Source: an optimization exercise on an open RTL-to-GDS flow (aim: small area, a short achievable clock period and few clock cycles per item). Production flows keep margins and buffers that such runs may drop.
In this exercise RTL edits were held to simulation tests only and were not proved equivalent to the original.
No activity file was given, so power comes from the tool's default toggle rates.

==> flow/config.mk <==
export PLATFORM = sky130hd
export DESIGN_NAME = rv_stream_core
export DESIGN_NICKNAME = rv_stream_core
export VERILOG_FILES = /design/flow/design.v
export SDC_FILE = /design/flow/constraint.sdc
export NUM_CORES = 4
export LEC_CHECK = 0
export CAP_MARGIN = 20
export CORE_MARGIN = 2
export CORE_UTILIZATION = 30
export SETUP_SLACK_MARGIN = 2.2
export SLEW_MARGIN = 20
==> flow/constraint.sdc <==
create_clock -name core_clock -period 6.0 [get_ports {CLK}]
set_input_delay 1.2000 -clock core_clock [delete_from_list [all_inputs] [get_ports {CLK}]]
set_output_delay 1.2000 -clock core_clock [all_outputs]
set_load 0.01 [all_outputs]
==> flow/design.v <==
`timescale 1ns/100ps
module alu_exec (
	input  logic [31:0] a,
	input  logic [31:0] b,
	input  logic        sub,       
	input  logic        s_add,     
	input  logic        s_slt,
	input  logic        s_sltu,
	input  logic        s_xor,
	input  logic        s_or,
	input  logic        s_and,
	input  logic        s_sll,
	input  logic        s_srl,     
	input  logic        sra,
	output logic [31:0] result
);
	logic [32:0] sum;
	logic        lt_s;
	logic        lt_u;
	logic [31:0] shr;
	logic [31:0] shl;
	assign sum  = {1'b0, a} + {1'b0, b} + {32'd0, sub};
	assign lt_u = !sum[32];
	assign lt_s = (a[31] == b[31]) ? a[31] : sum[31];    
	assign shr = $unsigned($signed({sra & a[31], a}) >>> b[4:0]);
	assign shl = a << b[4:0];
	assign result = ({32{s_add}} & sum[31:0])
	              | ({32{s_xor}} & (a ^ b))
	              | ({32{s_or}}  & (a | b))
	              | ({32{s_and}} & (a & b))
	              | ({32{s_sll}} & shl)
	              | ({32{s_srl}} & shr)
	              | {31'd0, (s_slt & lt_s) | (s_sltu & lt_u)};
endmodule
`timescale 1ns/100ps
module rv_stream_core (
	input                                CLK,
	input                                arst_n,
	input  logic                         in_valid,
	output logic                         in_ready,
	input  logic [31:0]                  in_inst,
	output logic                         out_valid,
	input  logic                         out_ready,
	output logic [5-1:0]  out_rd,
	output logic [32-1:0]        out_data
);
	logic        ev;         
	logic        e_w;        
	logic [4:0]  e_rd;
	logic [31:0] e_a;
	logic [31:0] e_b;
	logic        e_sub, e_add, e_slt, e_sltu, e_xor, e_or, e_and, e_sll, e_srl, e_sra;
	logic [31:0] e_res;
	logic        w_w;        
	logic [4:0]  w_rd;
	logic [31:0] w_data;
	logic        v0, v1, v2;
	logic [4:0]  q0_rd, q1_rd, q2_rd;
	logic [31:0] q0_data, q1_data, q2_data;
	logic [31:0] rf [1:31];
	logic [31:1] rfv;
	logic        take;       
	logic [2:0]  f3;
	logic        alt;
	logic [4:0]  rs1, rs2, rd;
	logic        is_op, is_opi, is_lui, dv;
	logic [31:0] imm;
	logic [31:0] rf_a, rf_b;
	logic [31:0] op_a, op_b;
	logic        fa_e, fb_e, fa_w, fb_w;
	logic        sub;
	assign take   = in_valid && in_ready;
	assign f3     = in_inst[14:12];
	assign alt    = in_inst[30];
	assign rd     = in_inst[11:7];
	assign rs1    = in_inst[19:15];
	assign rs2    = in_inst[24:20];
	assign is_op  = in_inst[6:0] == 7'h33;
	assign is_opi = in_inst[6:0] == 7'h13;
	assign is_lui = in_inst[6:0] == 7'h37;
	assign dv     = take && (is_op || is_opi || is_lui);
	assign imm    = is_lui ? {in_inst[31:12], 12'h000} : {{20{in_inst[31]}}, in_inst[31:20]};
	always_comb begin
		rf_a = '0;
		rf_b = '0;
		for (int i = 1; i < 32; i++) begin
			if (rs1 == i[4:0] && rfv[i]) rf_a = rf_a | rf[i];
			if (rs2 == i[4:0] && rfv[i]) rf_b = rf_b | rf[i];
		end
	end
	assign fa_e = e_w && (e_rd == rs1);
	assign fb_e = e_w && (e_rd == rs2);
	assign fa_w = w_w && (w_rd == rs1);
	assign fb_w = w_w && (w_rd == rs2);
	assign op_a = is_lui ? 32'd0 : fa_e ? e_res : fa_w ? w_data : rf_a;
	assign op_b = (is_opi || is_lui) ? imm : fb_e ? e_res : fb_w ? w_data : rf_b;
	assign sub  = is_op && ((f3 == 3'b000 && alt) || f3 == 3'b010 || f3 == 3'b011)
	              || is_opi && (f3 == 3'b010 || f3 == 3'b011);
	always_ff @(posedge CLK or negedge arst_n) begin
		if (!arst_n) begin
			ev  <= 1'b0;
			e_w <= 1'b0;
		end else begin
			ev  <= dv;
			e_w <= dv && (rd != 5'd0);
		end
	end
	always_ff @(posedge CLK) begin
		e_rd   <= rd;
		e_a    <= op_a;
		e_b    <= op_b ^ {32{sub}};
		e_sub  <= sub;
		e_add  <= is_lui || (is_op || is_opi) && f3 == 3'b000;
		e_slt  <= (is_op || is_opi) && f3 == 3'b010;
		e_sltu <= (is_op || is_opi) && f3 == 3'b011;
		e_xor  <= (is_op || is_opi) && f3 == 3'b100;
		e_or   <= (is_op || is_opi) && f3 == 3'b110;
		e_and  <= (is_op || is_opi) && f3 == 3'b111;
		e_sll  <= (is_op || is_opi) && f3 == 3'b001;
		e_srl  <= (is_op || is_opi) && f3 == 3'b101;
		e_sra  <= alt;
	end
	alu_exec i_alu (
		.a      (e_a),
		.b      (e_b),
		.sub    (e_sub),
		.s_add  (e_add),
		.s_slt  (e_slt),
		.s_sltu (e_sltu),
		.s_xor  (e_xor),
		.s_or   (e_or),
		.s_and  (e_and),
		.s_sll  (e_sll),
		.s_srl  (e_srl),
		.sra    (e_sra),
		.result (e_res)
	);
	always_ff @(posedge CLK or negedge arst_n) begin
		if (!arst_n) w_w <= 1'b0;
		else w_w <= e_w;
	end
	always_ff @(posedge CLK) begin
		w_rd   <= e_rd;
		w_data <= e_res;
	end
	always_ff @(posedge CLK or negedge arst_n) begin
		if (!arst_n) rfv <= '0;
		else if (w_w) rfv[w_rd] <= 1'b1;
	end
	for (genvar g = 1; g < 32; g++) begin : g_rf
		always_ff @(posedge CLK) begin
			if (w_w && w_rd == g) rf[g] <= w_data;
		end
	end
	logic pop;
	logic n0, n1, n2;        
	assign pop = v0 && out_ready;
	always_comb begin
		if (pop) begin
			n0 = v1 || ev;
			n1 = v2 || (v1 && ev);
			n2 = v2 && ev;
		end else begin
			n0 = v0 || ev;
			n1 = v1 || (v0 && ev);
			n2 = v2 || (v1 && ev);
		end
	end
	always_ff @(posedge CLK or negedge arst_n) begin
		if (!arst_n) begin
			v0       <= 1'b0;
			v1       <= 1'b0;
			v2       <= 1'b0;
			in_ready <= 1'b0;
		end else begin
			v0       <= n0;
			v1       <= n1;
			v2       <= n2;
			in_ready <= !(n1 && (n2 || dv));
		end
	end
	always_ff @(posedge CLK) begin
		if (pop || !v0) begin
			q0_rd   <= v1 ? q1_rd : e_rd;
			q0_data <= v1 ? q1_data : e_res;
		end
		if (pop ? v1 : !v1) begin
			q1_rd   <= (pop && v2) ? q2_rd : e_rd;
			q1_data <= (pop && v2) ? q2_data : e_res;
		end
		if (pop ? v2 : !v2) begin
			q2_rd   <= e_rd;
			q2_data <= e_res;
		end
	end
	assign out_valid = v0;
	assign out_rd    = q0_rd;
	assign out_data  = q0_data;
endmodule
==> flow/run.sh <==
#!/bin/bash
# synth_recipe.tcl (not shown) runs the flow's synth.tcl, then flattens the netlist and writes it again
# the make line also repeats each setting of config.mk as NAME=value (left out here)
make -C /OpenROAD-flow-scripts/flow DESIGN_CONFIG=/design/flow/config.mk WORK_HOME=/design/flow/orfs CLKGATE_MAP_FILE= SYNTH_SCRIPT=/design/flow/synth_recipe.tcl finish
==> results of run 1 <==
worst max-delay path: stages:
cell	delay (ns)
clkdlybuf4s15_2	0.37
nor2b_1	0.43
and3_2	0.86
buf_4	0.41
a221oi_1	0.14
and4_1	0.24
nand3_1	0.27
o211ai_1	0.36
a31oi_1	0.30
xnor2_1	0.09
power by group through the flow:
stage | combinational (W) | clock, W | sequential [W]
after global routing | 0.000417 | 0.00868 | 0.00949
after CTS | 0.000375 | 0.00834 | 0.00949
after floorplan | 0.000212 | 0 | 0.00965
after detailed placement | 0.000366 | 0 | 0.00967
after global placement | 0.000364 | 0 | 0.00967
final | 0.000397 | 0.00836 | 0.00949
layout by cell type, fill, tap and decap left out, drive strengths merged, types with 28 or more instances in the layout:
cell and n:
nand3 148, nand4 109, dfrtp 38, o21bai 33, a221oi 155, ha 78
inv 96, a211oi 28, mux2 93, xnor2 32, a21oi 148, buf 314
and3 78, nor3 56, o21ai 109, mux2i 49, edfxtp 1103, nand2 214
a22o 160, a21o 36, clkbuf 170, a222oi 61, nor2 194, o221ai 28
clkinv 47, mux4 55, clkdlybuf4s50 65, nor4 36, dfxtp 116, a22oi 603
logic make-up after synthesis:
family	synth area share, %
mux	4.74
xor+xnor	0.877
buf+inv	3.35
simple gates	8.07
flops	61.8
fa+ha+maj	1.72
compound gates	19.5
state kept, by name, summed over array words and instances (netlist names), 31 cells and up:
name and cells:
rf 992, e_a 32, e_b 32, q0_data 32, q1_data 32, q2_data 32
w_data 32, rfv 31
stage by stage:
stage	setup WS (ns)	total power [W]
6_report	1.98	0.0182
5_1_grt	2.13	0.0186
4_1_cts	2.07	0.0182
3_5_place_dp	0.520	0.0100
3_3_place_gp	0.612	0.0100
2_1_floorplan	2.30	0.00986
routing by layer:
| metal | share of wire (%) | global-route usage (%) | up-vias | wire length [um] |
|---|---|---|---|---|
| met5 | 0.14 | 0.855 | - | 428 |
| met1 | 34 | 34.9 | 24800 | 102000 |
| met3 | 17 | 13.9 | 1692 | 50900 |
| met2 | 40 | 40.8 | 5559 | 121000 |
| li1 | - | - | 18800 | - |
| met4 | 9.1 | 20.4 | 26 | 27500 |
final timing paths:
kind,endpoint,startpoint,slack (ns),depth (start not counted)
setup / recovery,e_b[19]$_DFF_P_,in_inst[24],1.98,10
hold / removal,w_w$_DFF_PN0_,e_w$_DFF_PN0_,0.49,0
setup reg to reg,e_b[13]$_DFF_P_,e_b[0]$_DFF_P_,2.17,12
hold reg to reg,w_w$_DFF_PN0_,e_w$_DFF_PN0_,0.49,0
max in group asynchronous,v0$_DFF_PN0_,arst_n,4.91,1
min in group asynchronous,rfv[3]$_DFFE_PN0P_,arst_n,0.51,1
layout make-up:
cell class / count / share of cell area [%]
sequential: 1257 / 52.3
multi-input combinational: 2789 / 31.0
timing repair buffer: 386 / 5.22
clock buffer: 169 / 5.12
tap: 2624 / 4.72
clock inverter: 69 / 1.10
inverter: 91 / 0.491
antenna: 7 / 0.0252
repair_timing:
item                       in CTS  in global routing
pin swaps                       6                 13
resized for setup             100                 75
setup endpoints to repair     178                128
buffers inserted               14                 16
==> notes.md, run 1 <==
Hpwl dp = 188 mm
Final Cell Area = 0.0696 sq mm
Minimum clock period = 4.02 ns
Initial antenna violation count = 18
Worst EP arrival = 4.70 ns
Startpoint Class = input port
# nets final = 4,773
RSZ-0062 raised after global routing = yes
Multi-input gate area = 0.0216 sq mm
Vias in the first global route = 47,200
CP Max Fanout = 14
Post-DRT Antenna Nets = 0
Setup-failing EPs final = 0
Reg area = 0.0364 sq mm
Worst slew pin tran = 1.25 ns
First-pass GRT wire length = 402 mm
Synth area leader = edfxtp_1
Synth warn = 2
Max-slew headroom = 16.5%
Worst skew pair latency = 0.83 ns
Clock share of power = 45.8%
Routed wire length = 302 mm
Synth Register Bits = 1,257
CTS buffer count = 132
Worst IR Drop VDD = 262 uV
Largest net degree at the start of global routing = 56
Synth area leaders = edfxtp_1 (56%), a22oi_1 (7.7%), dfxtp_1 (3.9%), a22o_1 (2.4%), a221oi_1 (2.2%)
Initial DRT Pass Iterations = 13
Routed wire per std cell = 40.8 um
Worst endpoint required time = 6.67 ns
# Max-Cap Violations = 0
Placed inst area = 0.0642 sq mm
Seq pwr share = 52.0%
Cells after DPL = 7,113
Clock buffer depth = 3
DRC viols = 0
H-tree Lvls = 4
# rows = 162
GP Congestion = 1.02
Final Core Density = 35.7%
Mapped Cells = 4,518
Sequential fraction of the synthesis area = 61.8%
Fraction of registers with async set/reset = 3.02%
Commonest cells post-synth = edfxtp_1 (1,103), a22oi_1 (603), clkbuf_1 (250)
Power Dens Cells = 262 mW/mm^2
Vias/cell = 6.88
Netlist cell types = 98
Setup crit end kind = flop
Area growth from synthesis to layout = 18.2%
Initial core utilization = 30.2%
Max Slew Vio Count = 0
Internal power = 0.0142 W
DR vias = 50,800
F_max = 248 MHz
Mapped Nets = 4,634
TritonCTS clock tree = built
Io pins = 75
Combinational Power Share = 2.2%
Grt ovf = 0
Core region area = 0.195 sq mm
Iter 0 DRT Violations = 12,100
Hold WC Path Type = flop to flop
Top-count cell post-synth = edfxtp_1
Clk root buf = clkbuf_16
Die height = 447 um
Sw frac = 22.1%
Final Non-Filler Cells = 7,392
Syn Std Cell Area = 0.0589 sq mm
Final setup TNS = 0 ns
Hold Vio Cnt, Final = 0
Number of flops mapped to enable cells by yosys = 1,103
Syn avg cell area = 13.0 sq um
Die span in x = 447 um
Fill cell count = 18,800
CTS sink cnt = 1,257
Final worst path period share = 67.1%
Post-CTS Hold Fix Bufs = 0
Die area = 0.200 sq mm
Synth Flop Type = edfxtp_1
Clock slew at reported path FFs = 0.06 ns
Final Skew = 0.0440 ns
Number of port buffers = 74
Psw = 0.00403 W
Total track usage = 29.1%
Outcome = timing/DRC/antenna clean
Pleak = 25.1 nW
Critical path type = input port to flop
Synth top area share = 56.2%
Min Hold Slack = 0.493 ns
Layout cells sized above 1 = 18.5%
Testbench counts, summed over its fixed seeds: cycles 32,016, items 32,000.
==> run 2: changes to the inputs <==
--- a/flow/design.v
+++ b/flow/design.v
@@ -12,22 +12,67 @@
 	input  logic        s_sll,
 	input  logic        s_srl,     
 	input  logic        sra,
+	input  logic [3:0]  sh_lo,     
+	input  logic [3:0]  sh_mid,    
+	input  logic        sh_hi,     
 	output logic [31:0] result
 );
-	logic [32:0] sum;
+	logic [32:0] g [7];
+	logic [32:0] t [7];
+	logic [32:0] c;            
+	logic [31:0] sum;
 	logic        lt_s;
 	logic        lt_u;
 	logic [31:0] shr;
 	logic [31:0] shl;
-	assign sum  = {1'b0, a} + {1'b0, b} + {32'd0, sub};
-	assign lt_u = !sum[32];
+	logic [31:0] lres;
+	assign g[0] = {a & b, sub};
+	assign t[0] = {a | b, 1'b0};
+	for (genvar l = 0; l < 6; l++) begin : g_lvl
+		for (genvar i = 0; i < 33; i++) begin : g_bit
+			if (i >= (1 << l)) begin : g_op
+				assign g[l+1][i] = g[l][i] | (t[l][i] & g[l][i-(1<<l)]);
+				assign t[l+1][i] = t[l][i] & t[l][i-(1<<l)];
+			end else begin : g_pass
+				assign g[l+1][i] = g[l][i];
+				assign t[l+1][i] = t[l][i];
+			end
+		end
+	end
+	assign c   = g[6];
+	assign sum = a ^ (b ^ c[31:0]);
+	assign lt_u = !c[32];
 	assign lt_s = (a[31] == b[31]) ? a[31] : sum[31];    
-	assign shr = $unsigned($signed({sra & a[31], a}) >>> b[4:0]);
-	assign shl = a << b[4:0];
-	assign result = ({32{s_add}} & sum[31:0])
-	              | ({32{s_xor}} & (a ^ b))
-	              | ({32{s_or}}  & (a | b))
-	              | ({32{s_and}} & (a & b))
+	logic        fill;
+	logic [31:0] r1, r2, l1, l2;
+	logic [46:0] ax;            
+	logic [62:0] r1x, l1x;
+	assign fill = sra & a[31];
+	assign ax   = {{15{fill}}, a};
+	always_comb begin
+		for (int i = 0; i < 32; i++) begin
+			r1[i] = (sh_lo[0] & ax[i]) | (sh_lo[1] & ax[i+1]) | (sh_lo[2] & ax[i+2]) | (sh_lo[3] & ax[i+3]);
+			l1[i] = (sh_lo[0] & a[i]) | (sh_lo[1] & (i >= 1 ? a[(i+31)%32] : 1'b0))
+			      | (sh_lo[2] & (i >= 2 ? a[(i+30)%32] : 1'b0)) | (sh_lo[3] & (i >= 3 ? a[(i+29)%32] : 1'b0));
+		end
+	end
+	assign r1x = {{31{fill}}, r1};
+	assign l1x = {l1, 31'd0};
+	always_comb begin
+		for (int i = 0; i < 32; i++) begin
+			r2[i]  = (sh_mid[0] & r1x[i]) | (sh_mid[1] & r1x[i+4]) | (sh_mid[2] & r1x[i+8]) | (sh_mid[3] & r1x[i+12]);
+			l2[i]  = (sh_mid[0] & l1x[i+31]) | (sh_mid[1] & l1x[i+27]) | (sh_mid[2] & l1x[i+23]) | (sh_mid[3] & l1x[i+19]);
+		end
+		for (int i = 0; i < 32; i++) begin
+			shr[i] = sh_hi ? ((i + 16 < 32) ? r2[i+16] : fill) : r2[i];
+			shl[i] = sh_hi ? ((i >= 16) ? l2[i-16] : 1'b0) : l2[i];
+		end
+	end
+	assign lres = ({32{s_xor}} & ((a & ~b) | (~a & b)))
+	            | ({32{s_or}}  & (a | b))
+	            | ({32{s_and}} & (a & b));
+	assign result = ({32{s_add}} & sum)
+	              | lres
 	              | ({32{s_sll}} & shl)
 	              | ({32{s_srl}} & shr)
 	              | {31'd0, (s_slt & lt_s) | (s_sltu & lt_u)};
@@ -50,9 +95,13 @@
 	logic [31:0] e_a;
 	logic [31:0] e_b;
 	logic        e_sub, e_add, e_slt, e_sltu, e_xor, e_or, e_and, e_sll, e_srl, e_sra;
+	logic [3:0]  e_sh_lo;    
+	logic [3:0]  e_sh_mid;   
+	logic        e_sh_hi;    
 	logic [31:0] e_res;
 	logic        w_w;        
 	logic [4:0]  w_rd;
+	logic [31:1] w_we;       
 	logic [31:0] w_data;
 	logic        v0, v1, v2;
 	logic [4:0]  q0_rd, q1_rd, q2_rd;
@@ -119,6 +168,9 @@
 		e_sll  <= (is_op || is_opi) && f3 == 3'b001;
 		e_srl  <= (is_op || is_opi) && f3 == 3'b101;
 		e_sra  <= alt;
+		e_sh_lo  <= 4'b0001 << op_b[1:0];
+		e_sh_mid <= 4'b0001 << op_b[3:2];
+		e_sh_hi  <= op_b[4];
 	end
 	alu_exec i_alu (
 		.a      (e_a),
@@ -133,6 +185,9 @@
 		.s_sll  (e_sll),
 		.s_srl  (e_srl),
 		.sra    (e_sra),
+		.sh_lo  (e_sh_lo),
+		.sh_mid (e_sh_mid),
+		.sh_hi  (e_sh_hi),
 		.result (e_res)
 	);
 	always_ff @(posedge CLK or negedge arst_n) begin
@@ -143,13 +198,18 @@
 		w_rd   <= e_rd;
 		w_data <= e_res;
 	end
-	always_ff @(posedge CLK or negedge arst_n) begin
-		if (!arst_n) rfv <= '0;
-		else if (w_w) rfv[w_rd] <= 1'b1;
-	end
 	for (genvar g = 1; g < 32; g++) begin : g_rf
+		always_ff @(posedge CLK or negedge arst_n) begin
+			if (!arst_n) begin
+				w_we[g] <= 1'b0;
+				rfv[g]  <= 1'b0;
+			end else begin
+				w_we[g] <= e_w && (e_rd == g);
+				if (w_we[g]) rfv[g] <= 1'b1;
+			end
+		end
 		always_ff @(posedge CLK) begin
-			if (w_w && w_rd == g) rf[g] <= w_data;
+			if (w_we[g]) rf[g] <= w_data;
 		end
 	end
 	logic pop;
==> flow/flow/run.sh (new file) <==
#!/bin/bash
# Layout flow: the standard ORFS flow (standard.sh), unchanged except that
#  - the buffers that buffer_ports puts on every input and output port are
#    sky130_fd_sc_hd__buf_4 cells instead of the delay cells it picks by default;
#  - clock tree synthesis builds the tree from sky130_fd_sc_hd__clkbuf_4 and
#    adds no dummy load cells.
set -euo pipefail
bash standard.sh synth > synth.log 2>&1
bash standard.sh \
	"BUFFER_PORTS_ARGS=-buffer_cell sky130_fd_sc_hd__buf_4" \
	"CTS_ARGS=-sink_clustering_enable -repair_clock_nets -dont_use_dummy_load -buf_list sky130_fd_sc_hd__clkbuf_4" \
	finish > layout.log 2>&1
==> flow/standard.sh (new file) <==
#!/bin/bash
# synth_recipe.tcl (not shown) runs the flow's synth.tcl, then flattens the netlist and writes it again
# the make line also repeats each setting of config.mk as NAME=value (left out here)
make -C /OpenROAD-flow-scripts/flow DESIGN_CONFIG=/design/flow/config.mk WORK_HOME=/design/flow/orfs CLKGATE_MAP_FILE= SYNTH_SCRIPT=/design/flow/synth_recipe.tcl "${@:-finish}"
--- a/flow/config.mk
+++ b/flow/config.mk
@@ -8,5 +8,6 @@
 export CAP_MARGIN = 20
 export CORE_MARGIN = 2
 export CORE_UTILIZATION = 30
-export SETUP_SLACK_MARGIN = 2.2
+export CTS_BUF_LIST = sky130_fd_sc_hd__clkbuf_4
+export SETUP_SLACK_MARGIN = 3.0
 export SLEW_MARGIN = 20
removed: flow/run.sh
==> notes.md, run 2 <==
CTS buffer count = 353
Core region area = 0.194 sq mm
GP Congestion = 1.04
Commonest cells post-synth = edfxtp_1 (1,103), a22oi_1 (519), clkbuf_1 (280)
Mapped Nets = 4,616
Die area = 0.199 sq mm
Power Dens Cells = 235 mW/mm^2
Sequential fraction of the synthesis area = 63.8%
Final worst path period share = 56.0%
Slowest cell on crit path = and3_2
Mapped Cells = 4,514
Critical path type = input port to flop
# Max-Cap Violations = 0
# nets final = 5,013
F_max = 298 MHz
CP bufs+invs = 2
Syn Std Cell Area = 0.0586 sq mm
Setup-failing EPs final = 0
Commonest non-fill, non-tap cells in the layout = edfxtp_1 (1,103), a22oi_1 (513), clkbuf_4 (353)
DRC viols = 0
Synth Flop Type = edfxtp_1
Routed wire per std cell = 39.5 um
Iter 0 DRT Violations = 12,700
Worst skew pair latency = 1.37 ns
Io pins = 75
Crit path top cell by count = buf_4
Final Non-Filler Cells = 7,460
H-tree Lvls = 5
Fraction of registers with async set/reset = 5.32%
Layout cells sized above 1 = 27.4%
# rows = 162
CTS sink cnt = 1,297
Synth Register Bits = 1,297
Final setup TNS = 0 ns
Initial DRT Pass Iterations = 14
Hold WC Path Type = input port to flop
Startpoint Class = input port
Setup crit end kind = flop
Hpwl dp = 176 mm
Top-count cell post-synth = edfxtp_1
Die height = 446 um
Reg with most FFs = rf
Minimum clock period = 3.36 ns
Max-slew headroom = 12.4%
Clock slew at reported path FFs = 0.06 ns
Clk root buf = clkbuf_4
Final Skew = 0.175 ns
Routed wire length = 295 mm
Worst slew pin tran = 1.31 ns
Syn avg cell area = 13.0 sq um
Crit. path cell count = 9
Number of flops mapped to enable cells by yosys = 1,103
Clock buffer depth = 4
TritonCTS clock tree = built
Synth top area share = 56.6%
Hold Vio Cnt, Final = 0
Delay-heaviest family, CP = simple AND/OR/NAND/NOR gates
Multi-input gate area = 0.0215 sq mm
Grt ovf = 0
Cells after DPL = 6,961
Worst EP arrival = 4.53 ns
Number of port buffers = 74
Worst endpoint required time = 7.17 ns
Pleak = 25.6 nW
Max reg flops = 992
Fill cell count = 18,600
Worst IR Drop VDD = 158 uV
Hold path depth = 2
RSZ-0062 raised after global routing = yes
Initial antenna violation count = 30
CP Max Fanout = 17
Max Slew Vio Count = 0
DR vias = 52,200
Vias in the first global route = 49,000
Synth area leaders = edfxtp_1 (57%), a22oi_1 (6.7%), dfxtp_1 (4.3%), a22o_1 (3.4%), a221oi_1 (3.4%)
Vias/cell = 7.00
Outcome = timing/DRC/antenna clean
Total track usage = 28.4%
Netlist cell types = 80
Setup WS pre-CTS = 1.31 ns
R2r worst-path depth = 14
First-pass GRT wire length = 395 mm
Largest net degree at the start of global routing = 70
Synth area leader = edfxtp_1
Worst-path cell chain = buf_4, nor3b_1, and3_2, buf_4, a22o_1, a221oi_1, nand4_1, o221ai_1, a21oi_4
Total power = 0.0162 W
Synth warn = 5
Die span in x = 446 um
Initial core utilization = 30.1%
Area growth from synthesis to layout = 17.8%
Crit path largest cell delay = 0.94 ns
Post-DRT Antenna Nets = 0
Setup ws final = 2.64 ns
Commonest non-fill, non-tap cell in the layout = edfxtp_1
Reg area = 0.0375 sq mm
-- run 2: where the power goes --
part           switching, W  total (W)  internal [W]
sequential        0.0000560    0.00976       0.00970
clock               0.00337    0.00603       0.00266
combinational      0.000278   0.000425      0.000146
total               0.00370     0.0162        0.0125
-- run 2: final timing paths --
check                      slack, ns             from                   to
max reg2reg                     2.69   e_b[0]$_DFF_P_    e_a[0]$_SDFF_PP0_
min in group asynchronous       0.62           arst_n  rfv[10]$_DFFE_PN0P_
min reg2reg                     0.49  e_rd[1]$_DFF_P_      w_rd[1]$_DFF_P_
max in group asynchronous       4.63           arst_n   w_we[29]$_DFF_PN0_
min                             0.13      in_inst[13]        e_srl$_DFF_P_
max                             2.64      in_inst[19]    e_a[0]$_SDFF_PP0_
-- run 2: final cells by class --
type / instances / share of cell area (%)
Antenna cell: 9 / 0.0326
Clock buffer: 353 / 3.84
Inverter: 111 / 0.611
Multi-Input combinational cell: 2726 / 31.2
Sequential cell: 1297 / 54.4
Tap cell: 2542 / 4.61
Timing Repair Buffer: 422 / 5.29
-- run 2: worst reg2reg max path: stages, from the launching register on --
cell	delay, ns
dfxtp_4	0.37
fa_2	0.42
nor2b_4	0.15
o221ai_4	0.18
a211oi_4	0.12
a311oi_2	0.37
a21bo_4	0.25
a211o_4	0.21
buf_6	0.11
a21oi_4	0.05
o21ai_4	0.32
buf_6	0.16
buf_12	0.10
nand2_2	0.06
a21oi_4	0.28
-- run 2: logic make-up (layout without fill, tap and decap cells) --
| family | after synthesis | after routing | synth area share (%) |
|---|---|---|---|
| AO/OA/AOI/OAI | 1527 | 1527 | 20.2 |
| flip-flops | 1297 | 1297 | 63.8 |
| AND/OR/NAND/NOR | 953 | 954 | 8.33 |
| buffers and inverters | 492 | 886 | 3.27 |
| XOR/XNOR | 102 | 102 | 1.53 |
| multiplexers | 77 | 77 | 1.47 |
| adder cells (fa/ha/maj) | 66 | 66 | 1.42 |
| other | 0 | 9 | 0 |
-- run 2: per-stage QoR --
stage / utilization, % / hold slack, ns / area, sq um
finish: 35.5 / 0.131 / 69000
global route: 35.5 / 0.0728 / 69000
CTS: 34.8 / 0.0330 / 67700
detailed placement: 32.4 / 0.461 / 63000
global placement: 32.4 / 0.468 / 63000
floorplan: - / 0.345 / 59500
-- run 2: metal layers --
| metal | GRT usage (%) | wire (um) |
|---|---|---|
| met4 | 19.6 | 25700 |
| met1 | 33.6 | 98200 |
| met2 | 40.3 | 119000 |
| met5 | 0.220 | 228 |
| met3 | 13.7 | 51000 |
-- run 2: what timing repair did --
action / CTS / global route
pin swaps: 66 / 61
resized for setup: 303 / 195
hold buffers: 6 / 0
gates cloned: 1 / 0
buffers inserted: 74 / 55
endpoints found under the hold margin: 8 / 0
endpoints found under the setup margin: 210 / 166
Testbench counts of run 2, summed over its fixed seeds: cycles 32,016, items 32,000.
==> run 3: changes to the inputs <==
==> flow/flow/run.sh (replaced) <==
#!/bin/bash
# Layout flow: the standard ORFS flow (standard.sh), unchanged except that
# the buffers that buffer_ports puts on every input and output port are
# sky130_fd_sc_hd__buf_4 cells instead of the delay cells it picks by default.
set -euo pipefail
bash standard.sh synth > synth.log 2>&1
bash standard.sh "BUFFER_PORTS_ARGS=-buffer_cell sky130_fd_sc_hd__buf_4" finish > layout.log 2>&1
==> notes.md, run 3 <==
TritonCTS clock tree = built
Clock share of power = 43.5%
Synth Flop Type = edfxtp_1
Crit path top cell by count = or3_4
Crit path largest cell delay = 0.42 ns
Fraction of registers with async set/reset = 5.32%
Top-count cell post-synth = edfxtp_1
Hold Vio Cnt, Final = 0
Setup crit end kind = flop
Psw = 0.00418 W
Core region area = 0.194 sq mm
Mapped Nets = 4,616
Combinational Power Share = 2.4%
Die span in x = 446 um
Setup-failing EPs final = 0
Worst endpoint required time = 7.08 ns
Outcome = timing/DRC/antenna clean
F_max = 302 MHz
Commonest non-fill, non-tap cell in the layout = edfxtp_1
Worst-path cell chain = inv_2, ha_4, nor3_2, a221o_1, nor4_4, buf_4, or3_4, or3_4, nand4_1, o311ai_4, buf_12, mux2_4
Pleak = 26.6 nW
Worst IR Drop VDD = 151 uV
Synth warn = 5
Area growth from synthesis to layout = 20.3%
Reg with most FFs = rf
Iter 0 DRT Violations = 12,600
Power Dens Cells = 255 mW/mm^2
# nets final = 5,012
Hold WC Path Type = input port to flop
Grt ovf = 0
Sequential fraction of the synthesis area = 63.8%
Initial DRT Pass Iterations = 14
Max-slew headroom = 13.6%
Synth area leaders = edfxtp_1 (57%), a22oi_1 (6.7%), dfxtp_1 (4.3%), a22o_1 (3.4%), a221oi_1 (3.4%)
CTS buffer count = 353
Vias in the first global route = 49,200
Largest net degree at the start of global routing = 70
Vias/cell = 6.85
Synth area leader = edfxtp_1
DR vias = 52,800
Die area = 0.199 sq mm
Commonest cells post-synth = edfxtp_1 (1,103), a22oi_1 (519), clkbuf_1 (280)
Number of flops mapped to enable cells by yosys = 1,103
Post-DRT Antenna Nets = 0
Critical path type = flop to flop
Startpoint Class = flop
Io pins = 75
Worst slew pin tran = 1.30 ns
Worst EP arrival = 4.38 ns
Clk root buf = clkbuf_4
Mapped Cells = 4,514
Commonest non-fill, non-tap cells in the layout = edfxtp_1 (1,103), a22oi_1 (513), clkbuf_4 (497)
Synth top area share = 56.6%
Final worst path period share = 55.1%
RSZ-0062 raised after global routing = yes
CP bufs+invs = 3
Initial core utilization = 30.1%
Hpwl dp = 176 mm
Fill cell count = 18,600
H-tree Lvls = 5
Syn Std Cell Area = 0.0586 sq mm
Syn avg cell area = 13.0 sq um
Cells after DPL = 6,961
Sw frac = 23.2%
Internal power = 0.0138 W
Seq pwr share = 54.2%
Clock slew at reported path FFs = 0.06 ns
Final Skew = 0.155 ns
Clock buffer depth = 4
DRC viols = 0
CP Max Fanout = 6
Total track usage = 28.4%
Reg-to-reg setup timing slack = 2.69 ns
Minimum clock period = 3.31 ns
Max Slew Vio Count = 0
First-pass GRT wire length = 396 mm
Final setup TNS = 0 ns
Die height = 446 um
Initial antenna violation count = 29
Netlist cell types = 80
Delay-heaviest family, CP = simple AND/OR/NAND/NOR gates
Max reg flops = 992
Routed wire length = 295 mm
Worst skew pair latency = 1.38 ns
Final Non-Filler Cells = 7,713
Routed wire per std cell = 38.3 um
GP Congestion = 1.04
# Max-Cap Violations = 0
# rows = 162
Number of port buffers = 74
Slowest cell on crit path = dfxtp_1
Min Hold Slack = 0.122 ns
Layout cells sized above 1 = 28.9%
Synth Register Bits = 1,297
CTS sink cnt = 1,297
-- run 3: kinds of logic (layout without fill, tap and decap cells) --
family / Yosys count / after routing / synth area share [%]
AND/OR/NAND/NOR: 953 / 954 / 8.33
multiplexers: 77 / 77 / 1.47
AO/OA/AOI/OAI: 1527 / 1527 / 20.2
XOR/XNOR: 102 / 102 / 1.53
buffers and inverters: 492 / 1136 / 3.27
other: 0 / 12 / 0
flip-flops: 1297 / 1297 / 63.8
adder cells (fa/ha/maj): 66 / 66 / 1.42
-- run 3: through the flow --
stage | power, W | utilization, % | setup slack (ns) | instance area (sq um)
finish | 0.0180 | 36.2 | 2.69 | 70500
detailed placement | 0.0103 | 32.4 | 1.31 | 63000
global placement | 0.0103 | 32.4 | 1.29 | 63000
floorplan | 0.0101 | - | 2.72 | 59500
CTS | 0.0180 | 35.6 | 2.70 | 69200
global route | 0.0185 | 36.2 | 2.64 | 70400
-- run 3: power by group through the flow --
stage	logic (W)	registers [W]	clock network (W)
2_1_floorplan	0.000203	0.00992	0
3_3_place_gp	0.000337	0.00995	0
3_5_place_dp	0.000340	0.00995	0
4_1_cts	0.000384	0.00975	0.00784
5_1_grt	0.000445	0.00974	0.00834
6_report	0.000426	0.00975	0.00782
-- run 3: worst paths after layout --
check / to / startpoint / cells after the start
setup / recovery: q1_data[24]$_DFFE_PP_ / e_b[19]$_DFF_P_ / 12
hold / removal: e_srl$_DFF_P_ / in_inst[13] / 2
setup reg to reg: q1_data[24]$_DFFE_PP_ / e_b[19]$_DFF_P_ / 12
hold reg to reg: w_rd[1]$_DFF_P_ / e_rd[1]$_DFF_P_ / 1
max in group asynchronous: w_we[14]$_DFF_PN0_ / arst_n / 2
min in group asynchronous: rfv[1]$_DFFE_PN0P_ / arst_n / 2
-- run 3: repair_timing --
action	CTS	global route
hold buffers	6	0
resized for setup	279	185
endpoints found under the hold margin	11	0
buffers inserted	78	50
pin swaps	51	56
cloned	1	0
setup endpoints to repair	211	167
-- run 3: per-layer routing --
layer  track usage [%]  vias to the layer above  wire length (um)
met2              40.3                     5868            120000
li1                  -                    19600                 -
met1              33.6                    25600             99100
met3              13.7                     1751             49400
met4              19.7                       34             26400
met5             0.586                        -               363
-- run 3: worst reg2reg max path, stage by stage (launching register included) --
cell      delay, ns
dfxtp_1        0.42
inv_2          0.07
ha_4           0.17
nor3_2         0.30
a221o_1        0.38
nor4_4         0.05
buf_4          0.16
or3_4          0.40
or3_4          0.35
nand4_1        0.14
o311ai_4       0.12
buf_12         0.18
mux2_4         0.26
-- run 3: area by class of cell --
type | count | area (sq um) | area share (%)
timing repair buffer | 421 | 3630 | 5.15
clock buffer | 497 | 3730 | 5.30
antenna | 12 | 30.0 | 0.0426
tap | 2542 | 3180 | 4.51
multi-input combinational | 2726 | 21400 | 30.4
sequential | 1297 | 37500 | 53.3
inverter | 111 | 419 | 0.595
clock inverter | 107 | 534 | 0.758

[re-timing with driven ports]
The results above use ideal ports. As a check the final layouts listed here were re-extracted and re-timed, cells and wires unchanged.
Step 1 (the two cells are an assumption about what drives the block):
set clk [get_ports {CLK}]
set_driving_cell -lib_cell sky130_fd_sc_hd__clkbuf_16 $clk
set_driving_cell -lib_cell sky130_fd_sc_hd__buf_2 [delete_from_list [all_inputs] $clk]
Step 2 times the ports against the registers' clock, not the clock port: input delays grow and output delays shrink by t, the midpoint of the rising clock arrivals with the driver on.
a / b / c = ideal / step 1 / step 2; a / b = the first two.
run | shift t [ns] | setup slack, ns | slew at the worst register clock pin (ns)
run 1 | 0.898 | 1.975 / 2.041 / 1.143 | 0.07 / 0.07
run 2 | 1.361 | 2.642 / 2.564 / 1.202 | 0.07 / 0.07
run 3 | 1.381 | 2.692 / 2.677 / 1.296 | 0.08 / 0.08
After both steps every run listed still meets setup and hold. The setup slack of run 2, which loses most, moves by -0.078 ns with the drivers and by -1.440 ns with both steps.
